This design comes from an exercise in tuning for small area and a short achievable clock period on the open sky130 flow, not from production work. Where RTL was checked, it was by simulation tests only, not by an equivalence proof against the original.

== xenon ==
==> flow/design.v (excerpt) <==
module diffeq_fu_core
#(
    parameter int unsigned WIDTH = diffeq_pkg::DEFAULT_WIDTH
) (
    input  logic                    clk,
    input  logic                    reset,
    input  logic                    en,
    input  logic signed [WIDTH-1:0] v1,
    input  logic signed [WIDTH-1:0] v2,
    input  logic signed [WIDTH-1:0] v3,
    input  logic signed [WIDTH-1:0] v4,
    input  logic signed [WIDTH-1:0] v5,
    input  logic signed [WIDTH-1:0] v6,
    input  logic                    mode,
    output logic signed [WIDTH-1:0] w1,
    output logic signed [WIDTH-1:0] w2,
    output logic signed [WIDTH-1:0] w3,
    output logic signed [WIDTH-1:0] r1,
    output logic signed [WIDTH-1:0] r2,
    output logic signed [WIDTH-1:0] r3,
    output logic                    ovf1,
    output logic                    ovf2,
    output logic                    ovf3,
    output logic                    valid
);
    logic m1_ovf, m2_ovf, a1_ovf;
    logic signed [WIDTH-1:0] r1_d, r1_q;
    logic signed [WIDTH-1:0] r2_d, r2_q;
    logic signed [WIDTH-1:0] r3_d, r3_q;
    logic                    ovf1_d, ovf1_q;
    logic                    ovf2_d, ovf2_q;
    logic                    ovf3_d, ovf3_q;
    logic                    valid_d, valid_q;
    multiplier #(.IN_WIDTH(WIDTH)) u_m1 (
        .in1 (v1),
        .in2 (v2),
        .out (w1),
        .ovf (m1_ovf)
    );
    multiplier #(.IN_WIDTH(WIDTH)) u_m2 (
        .in1 (v3),
        .in2 (v4),
        .out (w2),
        .ovf (m2_ovf)
    );
    adder_subtractor #(.WIDTH(WIDTH)) u_a1 (
        .in1  (v5),
        .in2  (v6),
        .mode (mode),
        .out  (w3),
        .ovf  (a1_ovf)
    );
    always_comb begin
        r1_d    = r1_q;
        r2_d    = r2_q;
        r3_d    = r3_q;
        ovf1_d  = ovf1_q;
        ovf2_d  = ovf2_q;
        ovf3_d  = ovf3_q;
        valid_d = 1'b0;
        if (en) begin
            r1_d    = w1;
            r2_d    = w2;
            r3_d    = w3;
            ovf1_d  = m1_ovf;
            ovf2_d  = m2_ovf;
            ovf3_d  = a1_ovf;
            valid_d = 1'b1;
        end
    end
    always_ff @(posedge clk or posedge reset) begin
        if (reset) begin
            r1_q    <= '0;
            r2_q    <= '0;
  ...
export LEC_CHECK = 0
export CAP_MARGIN = 20
export CORE_MARGIN = 2
export CORE_UTILIZATION = 40
export SETUP_SLACK_MARGIN = 1.6
export SLEW_MARGIN = 20
export SYNTH_HIERARCHICAL = 1
export SYNTH_MINIMUM_KEEP_SIZE = 0
create_clock -name core_clock -period 10.0 [get_ports {clk}]
standard.sh (not shown) runs the stock make flow with config.mk's settings and CLKGATE_MAP_FILE= SYNTH_SCRIPT=/design/flow/synth_recipe.tcl, a recipe that flattens the netlist after the stock synthesis.
==> flow/flow/run.sh <==
#!/bin/bash
# The standard layout (standard.sh) with two changes:
#  - the port buffers are the smallest buffer cell, sky130_fd_sc_hd__buf_1;
#  - before floorplanning, flow/downsize.tcl gives each combinational cell its smallest
#    drive strength, so that timing repair upsizes only the cells that need it.
export BUFFER_PORTS_ARGS="-buffer_cell sky130_fd_sc_hd__buf_1"
export PRE_FLOORPLAN_TCL="$PWD/flow/downsize.tcl"
bash standard.sh > standard_run.log 2>&1
==> flow/flow/downsize.tcl <==
# Before floorplanning: give every combinational cell the smallest drive strength of its
# function; the timing repair later upsizes only the cells that need it.
set n 0
foreach inst [get_cells *] {
  set m [get_property $inst ref_name]
  if { ![regexp {^(sky130_fd_sc_hd__[a-z0-9]+)_([0-9]+)$} $m -> base sz] } { continue }
  if { [regexp {df|dl|sdf|edf|conb|fa$|ha$|tap|fill|decap|clkbuf|buf$|bufbuf|dly|clkinv} $base] } { continue }
  set best $m
  set best_area [get_property [get_lib_cells */$m] area]
  foreach alt [get_lib_cells */${base}_*] {
    set an [get_name $alt]
    if { ![regexp "^${base}_\[0-9\]+\$" $an] } { continue }
    if { [get_property $alt dont_use] } { continue }
    set a [get_property $alt area]
    if { $a < $best_area } { set best $an; set best_area $a }
  }
  if { $best ne $m } {
    replace_cell $inst $best
    incr n
  }
}
puts "downsize.tcl: resized $n instances to their smallest drive"
Input changes introduced in sierra (baseline for comparison: xenon):
Settings: SETUP_SLACK_MARGIN: 1.6 -> 2.0.
Findings:
Critical path depth: xenon and sierra compared, lower one is xenon
Met3 wirelength from detailed routing (sierra over xenon): increase, 18%
Area: sierra vs xenon -> sierra larger
sierra supports a higher top clock frequency than xenon.
Final core area utilization: xenon and sierra compared, lower one is xenon
No functional check of the RTL was part of any run of this note.

---

Setup of exp/onyx:
Another version of the RTL of diffeq_fu_core (not shown whole).
Size: roughly 200 I/O pins.
clock: 10.0 ns
lec_check: 0
cap_margin: 0
core_margin: 2
core_utilization: 40
setup_slack_margin: 1.6
slew_margin: 0
synth_hierarchical: 1
synth_minimum_keep_size: 0
Scripts as last shown in full above: flow/flow/run.sh, flow/flow/downsize.tcl
exp/onyx did not stop at any stage, and its layout met the timing, DRC and antenna checks.
The following lists how exp/maple was set up differently from exp/onyx:
Settings: TNS_END_PERCENT now 20, previously not set; SETUP_SLACK_MARGIN now 1.4, was 1.6.
[summary]
Summary of exp/maple over exp/onyx: met3 track demand over resource higher, final-layout worst hold slack did not really move, final critical delay including setup and external delays shows an increase of 230 ps, number of cells upsized or downsized after cts saw a decrease. Per the comparison of exp/maple with exp/onyx, flip-flop and latch share of the layout cell area increased by 0.30 points relative to the old numbers; global-route total usage across every layer closely matched the old numbers. The run with more routed wire is exp/onyx, not exp/maple.
Modified inputs, exp/tundra compared to exp/maple
Settings: SETUP_SLACK_MARGIN changed from 1.4 to 1.2; TNS_END_PERCENT removed (was 20).
==> summary.txt <==
No stage failed in exp/maple, and the final checks on the layout all came back clean. The flow did not stop early for exp/tundra: all stages ran, and the layout cleared the timing, DRC and antenna checks. exp/tundra ended with less non-clock buffer count than exp/maple. Hold slack across exp/maple and exp/tundra: no real change. Compared with exp/maple, in exp/tundra portion of the layout cell area used by clock cells neither gained nor lost much, period utilization picked up an extra 1.1 points, cell area after layout lost about 0.6%. The higher fmax came out of exp/maple. exp/tundra vs exp/maple: total via count after detailed routing down slightly. Clock period minus worst slack in exp/tundra is 110 ps above exp/maple. exp/maple -> exp/tundra: final cell count flat.
Edits applied to the flow inputs when going from exp/tundra to exp/cedar:
Settings: SETUP_SLACK_MARGIN changed from 1.2 to 1.4; CORE_UTILIZATION changed from 40 to 50.
Results
For the share of final layout cell area taken by clock buffers and inverters, exp/cedar came in 0.40 points higher than exp/tundra did. Summary — buffering overhead, exp/cedar relative to exp/tundra: higher, by 0.51 points. Between exp/tundra and exp/cedar, initial antenna violation count is lower for exp/cedar, exp/tundra comes in above that. Of exp/tundra and exp/cedar, the run reporting the higher number of non-filler instances in the completed layout was exp/tundra. exp/cedar: detailed route wirelength on metal3 higher than exp/tundra. Compared to exp/tundra, exp/cedar has global-route wire length before repair about 8% lower. Between exp/cedar and exp/tundra, it is exp/cedar whose number of cells on the critical path is higher, by 5.
Setup changes, exp/cedar to exp/lagoon
Settings: a change of CORE_UTILIZATION from 50 to 40; an added GPL_ROUTABILITY_DRIVEN of 0.
## What came out
Changes observed in exp/lagoon relative to exp/cedar: number of global-route vias before repair picked up an extra 685, global-route wire length before repair went up 8.5%, post-place instance area picked up an extra 0.75%. Relative to exp/cedar, exp/lagoon degrades detailed router's first-iteration violation count. Comparing exp/lagoon against exp/cedar, there is no change at all in clock buffer count. exp/lagoon: core utilization lower than exp/cedar.

---

run A:
Another version of the RTL of diffeq_fu_core (not shown whole).
Size in the first run: roughly 1300 cells after synthesis, about 52 flip-flops, ~200 I/O pins, roughly 0.012 mm² of cells after synthesis.
export LEC_CHECK = 0
export CAP_MARGIN = 20
export CORE_MARGIN = 2
export CORE_UTILIZATION = 40
export SETUP_SLACK_MARGIN = 1.5
export SLEW_MARGIN = 20
export SYNTH_HIERARCHICAL = 1
export SYNTH_MINIMUM_KEEP_SIZE = 0
create_clock -name core_clock -period 10.0 [get_ports {clk}]
==> flow/flow/run.sh <==
#!/bin/bash
# Standard layout, with the port buffers made from the smallest buffer cell.
export BUFFER_PORTS_ARGS="-buffer_cell sky130_fd_sc_hd__buf_1"

bash standard.sh > standard_run.log 2>&1
Run A: no failed stages, no open violations at the end
Edits applied to the flow inputs when going from run A to run B:
- swapping 1.5 for 1.6 in SETUP_SLACK_MARGIN
==> flow/flow/run.sh <==
#!/bin/bash
# The standard layout (standard.sh) with two changes:
#  - the port buffers are the smallest buffer cell, sky130_fd_sc_hd__buf_1;
#  - before floorplanning, flow/downsize.tcl gives each combinational cell its smallest
#    drive strength, so that timing repair upsizes only the cells that need it.
export BUFFER_PORTS_ARGS="-buffer_cell sky130_fd_sc_hd__buf_1"
export PRE_FLOORPLAN_TCL="$PWD/flow/downsize.tcl"
bash standard.sh > standard_run.log 2>&1
==> flow/flow/downsize.tcl (new file) <==
# Before floorplanning: give every combinational cell the smallest drive strength of its
# function; the timing repair later upsizes only the cells that need it.
set n 0
foreach inst [get_cells *] {
  set m [get_property $inst ref_name]
  if { ![regexp {^(sky130_fd_sc_hd__[a-z0-9]+)_([0-9]+)$} $m -> base sz] } { continue }
  if { [regexp {df|dl|sdf|edf|conb|fa$|ha$|tap|fill|decap|clkbuf|buf$|bufbuf|dly|clkinv} $base] } { continue }
  set best $m
  set best_area [get_property [get_lib_cells */$m] area]
  foreach alt [get_lib_cells */${base}_*] {
    set an [get_name $alt]
    if { ![regexp "^${base}_\[0-9\]+\$" $an] } { continue }
    if { [get_property $alt dont_use] } { continue }
    set a [get_property $alt area]
    if { $a < $best_area } { set best $an; set best_area $a }
  }
  if { $best ne $m } {
    replace_cell $inst $best
    incr n
  }
}
puts "downsize.tcl: resized $n instances to their smallest drive"
==> comparison <==
On number of cells in the design after placement, run A and run B are basically level.
Delta (run B minus run A): final design area excluding fillers flat, proportion of cell area occupied by multi-input gates down 0.78 points.
Setup changes, run B to run C
- swapping 1.6 for 2 in SETUP_SLACK_MARGIN
==> flow/flow/run.sh <==
#!/bin/bash
# Standard layout, with the port buffers made from the smallest buffer cell.
export BUFFER_PORTS_ARGS="-buffer_cell sky130_fd_sc_hd__buf_1"
export RECOVER_POWER=100
bash standard.sh > standard_run.log 2>&1
removed: flow/flow/downsize.tcl
==> summary.txt <==
Finished, but not clean: run C, with capacitance limit, slew limit.
Diff run C and run B: global-route wire length before repair higher in run C
Taking run B as the reference, in run C area of placed instances grew by 2.3%; total half-perimeter wirelength after legalization and detailed placement grew by 0.66%; achievable frequency shrank by about 3%.
Edits applied to the flow inputs when going from run C to run D:
- changing SETUP_SLACK_MARGIN from 2 to 1.2
==> flow/flow/run.sh <==
#!/bin/bash
# Standard layout, with the port buffers made from the smallest buffer cell.
export BUFFER_PORTS_ARGS="-buffer_cell sky130_fd_sc_hd__buf_1"

bash standard.sh > standard_run.log 2>&1
### Flow results
- Of the two values seen for critical path startpoint, v4[1] was produced by run C and v1[6] by run D.
- [compare] base=run C new=run D: design area lost 0.0017 mm², global-route usage dropped 1.2 points, number of setup buffers added after CTS now sits lower, register-to-register slack went up by 0.03 ns.
- Wire length of the first global-routing pass shrinks by a few percent when moving from run C to run D.
- Across run D and run C, a clean result was obtained everywhere but in run C.
What run E does differently from run D at the input level:
- swapping 1.2 for 0.5 in SETUP_SLACK_MARGIN
Findings:
Against run D, the final cell area of run E is lower. Compared run D against run E; sequential portion of the cell area within noise. The final reports for run E and run D show fmax lower in the former. Clock-pin slew on the worst setup and hold paths: run E vs run D — no meaningful difference. When run E is measured against run D, its core utilization turns out 0.20 points lower.

---

## P
Another version of the RTL of diffeq_fu_core (not shown whole).
For scale: roughly 1100 cells after synthesis.
==> flow/config.mk <==
export PLATFORM = sky130hd
export DESIGN_NAME = diffeq_fu_core
export DESIGN_NICKNAME = diffeq_fu_core
export VERILOG_FILES = /design/flow/design.v
export SDC_FILE = /design/flow/constraint.sdc
export NUM_CORES = 4
export LEC_CHECK = 0
export CAP_MARGIN = 20
export CORE_MARGIN = 2
export CORE_UTILIZATION = 40
export SETUP_SLACK_MARGIN = 1.4
export SLEW_MARGIN = 20
export SYNTH_HIERARCHICAL = 1
export SYNTH_MINIMUM_KEEP_SIZE = 0
==> flow/constraint.sdc <==
create_clock -name core_clock -period 10.0 [get_ports {clk}]
set_input_delay 2.0000 -clock core_clock [delete_from_list [all_inputs] [get_ports {clk}]]
set_output_delay 2.0000 -clock core_clock [all_outputs]
set_load 0.01 [all_outputs]
==> flow/flow/run.sh <==
#!/bin/bash
# The standard layout (standard.sh) with two changes:
#  - the port buffers are the smallest buffer cell, sky130_fd_sc_hd__buf_1;
#  - before floorplanning, flow/downsize.tcl gives each combinational cell its smallest
#    drive strength, so that timing repair upsizes only the cells that need it.
export BUFFER_PORTS_ARGS="-buffer_cell sky130_fd_sc_hd__buf_1"
export PRE_FLOORPLAN_TCL="$PWD/flow/downsize.tcl"
bash standard.sh > standard_run.log 2>&1
==> flow/flow/downsize.tcl <==
# Before floorplanning: give every combinational cell the smallest drive strength of its
# function; the timing repair later upsizes only the cells that need it.
set n 0
foreach inst [get_cells *] {
  set m [get_property $inst ref_name]
  if { ![regexp {^(sky130_fd_sc_hd__[a-z0-9]+)_([0-9]+)$} $m -> base sz] } { continue }
  if { [regexp {df|dl|sdf|edf|conb|fa$|ha$|tap|fill|decap|clkbuf|buf$|bufbuf|dly|clkinv} $base] } { continue }
  set best $m
  set best_area [get_property [get_lib_cells */$m] area]
  foreach alt [get_lib_cells */${base}_*] {
    set an [get_name $alt]
    if { ![regexp "^${base}_\[0-9\]+\$" $an] } { continue }
    if { [get_property $alt dont_use] } { continue }
    set a [get_property $alt area]
    if { $a < $best_area } { set best $an; set best_area $a }
  }
  if { $best ne $m } {
    replace_cell $inst $best
    incr n
  }
}
puts "downsize.tcl: resized $n instances to their smallest drive"
## Diff of input files: Q against P
# P
export LEC_CHECK = 0
export CAP_MARGIN = 20
export CORE_MARGIN = 2
export CORE_UTILIZATION = 40
export SETUP_SLACK_MARGIN = 1.4
export SLEW_MARGIN = 20
export SYNTH_HIERARCHICAL = 1
export SYNTH_MINIMUM_KEEP_SIZE = 0
create_clock -name core_clock -period 10.0 [get_ports {clk}]
# Q
export LEC_CHECK = 0
export CAP_MARGIN = 0
export CORE_MARGIN = 2
export CORE_UTILIZATION = 40
export SETUP_SLACK_MARGIN = 1.6
export SLEW_MARGIN = 0
export SYNTH_HIERARCHICAL = 1
export SYNTH_MINIMUM_KEEP_SIZE = 0
create_clock -name core_clock -period 10.0 [get_ports {clk}]
Notes after the runs:
- Q against P: fraction of standard cell area in multi-input logic lower; hold slack roughly the same.
- Between P and Q, final routed wire length divided by cell count is lower for P, Q comes in above that.
- P → Q: overall routed net length +0.40%; post-route clock period utilization down 1.6 points; number of non-clock buffers went up.
- Compared P against Q; final cell count without fillers within noise.
Inputs modified between Q and R:
# Q
export LEC_CHECK = 0
export CAP_MARGIN = 0
export CORE_MARGIN = 2
export CORE_UTILIZATION = 40
export SETUP_SLACK_MARGIN = 1.6
export SLEW_MARGIN = 0
export SYNTH_HIERARCHICAL = 1
export SYNTH_MINIMUM_KEEP_SIZE = 0
create_clock -name core_clock -period 10.0 [get_ports {clk}]
# R
export LEC_CHECK = 0
export CAP_MARGIN = 20
export CORE_MARGIN = 2
export CORE_UTILIZATION = 40
export SETUP_SLACK_MARGIN = 1.8
export SLEW_MARGIN = 20
export SYNTH_HIERARCHICAL = 1
export SYNTH_MINIMUM_KEEP_SIZE = 0
create_clock -name core_clock -period 10.0 [get_ports {clk}]
==> summary.txt <==
Changes observed in R relative to Q: maximum frequency from static timing analysis grew by 2.3%, delay of the slowest cell on the worst path did not really move, buffer share of cell area picked up an extra 1.4 points. sky130_fd_sc_hd__fa_1 as the critical path's slowest cell was reported by Q, and sky130_fd_sc_hd__fa_2 by R. Re clock period minus final worst setup slack: R is 190 ps down on Q.
--- input diff R..S ---
# R
export LEC_CHECK = 0
export CAP_MARGIN = 20
export CORE_MARGIN = 2
export CORE_UTILIZATION = 40
export SETUP_SLACK_MARGIN = 1.8
export SLEW_MARGIN = 20
export SYNTH_HIERARCHICAL = 1
export SYNTH_MINIMUM_KEEP_SIZE = 0
create_clock -name core_clock -period 10.0 [get_ports {clk}]
# S
export LEC_CHECK = 0
export CAP_MARGIN = 0
export CORE_MARGIN = 2
export CORE_UTILIZATION = 40
export SETUP_SLACK_MARGIN = 1.8
export SLEW_MARGIN = 0
export SYNTH_HIERARCHICAL = 1
export SYNTH_MINIMUM_KEEP_SIZE = 0
create_clock -name core_clock -period 10.0 [get_ports {clk}]
## What came out
- Headroom to the max-slew limit: R vs S identical
- Taking R as the reference, in S cell count after placement roughly the same, total number of sequential cells roughly the same, number of port buffers roughly the same, sequential portion of the cell area roughly the same.
- Number of H-tree levels: S vs R identical
- First-iteration DRC count essentially unchanged between S and R.
No functional check of the RTL was part of any run of this note.

[static timing again, ports no longer ideal]
No port has a modelled driver above. Below, the same layouts with a new extraction and two added sets of constraints. Step 1: set_driving_cell puts a clkbuf_16 on clk and a buf_2 on each other input, an assumption about the parent block. Step 2 adds t to the input delays and takes it off the output delays; t is the mean of the earliest and latest rising clock arrival at the registers after step 1. Input paths then give back, and output paths get back, about the clock's delay inside the block. Three values: no drivers, after step 1, after step 2; two values: the first two.
| run | t (ns) | setup WS [ns] | pins driven straight from the clock port |
|---|---|---|---|
| xenon | 0.334 | 1.778 / 1.751 / 1.751 | 1 |
| sierra | 0.337 | 2.059 / 2.004 / 2.004 | 1 |
| exp/onyx | 0.330 | 1.777 / 1.750 / 1.750 | 1 |
| exp/maple | 0.329 | 1.547 / 1.523 / 1.523 | 1 |
| exp/tundra | 0.329 | 1.434 / 1.382 / 1.382 | 1 |
| exp/cedar | 0.325 | 1.669 / 1.645 / 1.645 | 1 |
| exp/lagoon | 0.329 | 1.641 / 1.584 / 1.584 | 1 |
| run A | 0.330 | 1.632 / 1.601 / 1.601 | 1 |
| run B | 0.333 | 1.719 / 1.689 / 1.689 | 1 |
| run C | 0.341 | 1.475 / 1.360 / 1.360 | 1 |
| run D | 0.331 | 1.357 / 1.331 / 1.331 | 1 |
| run E | 0.331 | 1.073 / 1.003 / 1.003 | 1 |
| P | 0.331 | 1.580 / 1.560 / 1.560 | 1 |
| Q | 0.331 | 1.737 / 1.693 / 1.693 | 1 |
| R | 0.331 | 1.924 / 1.901 / 1.901 | 1 |
| S | 0.331 | 1.924 / 1.901 / 1.901 | 1 |
The setup slack of run C, which loses most, moves by -0.115 ns with the drivers and by -0.115 ns with both steps.
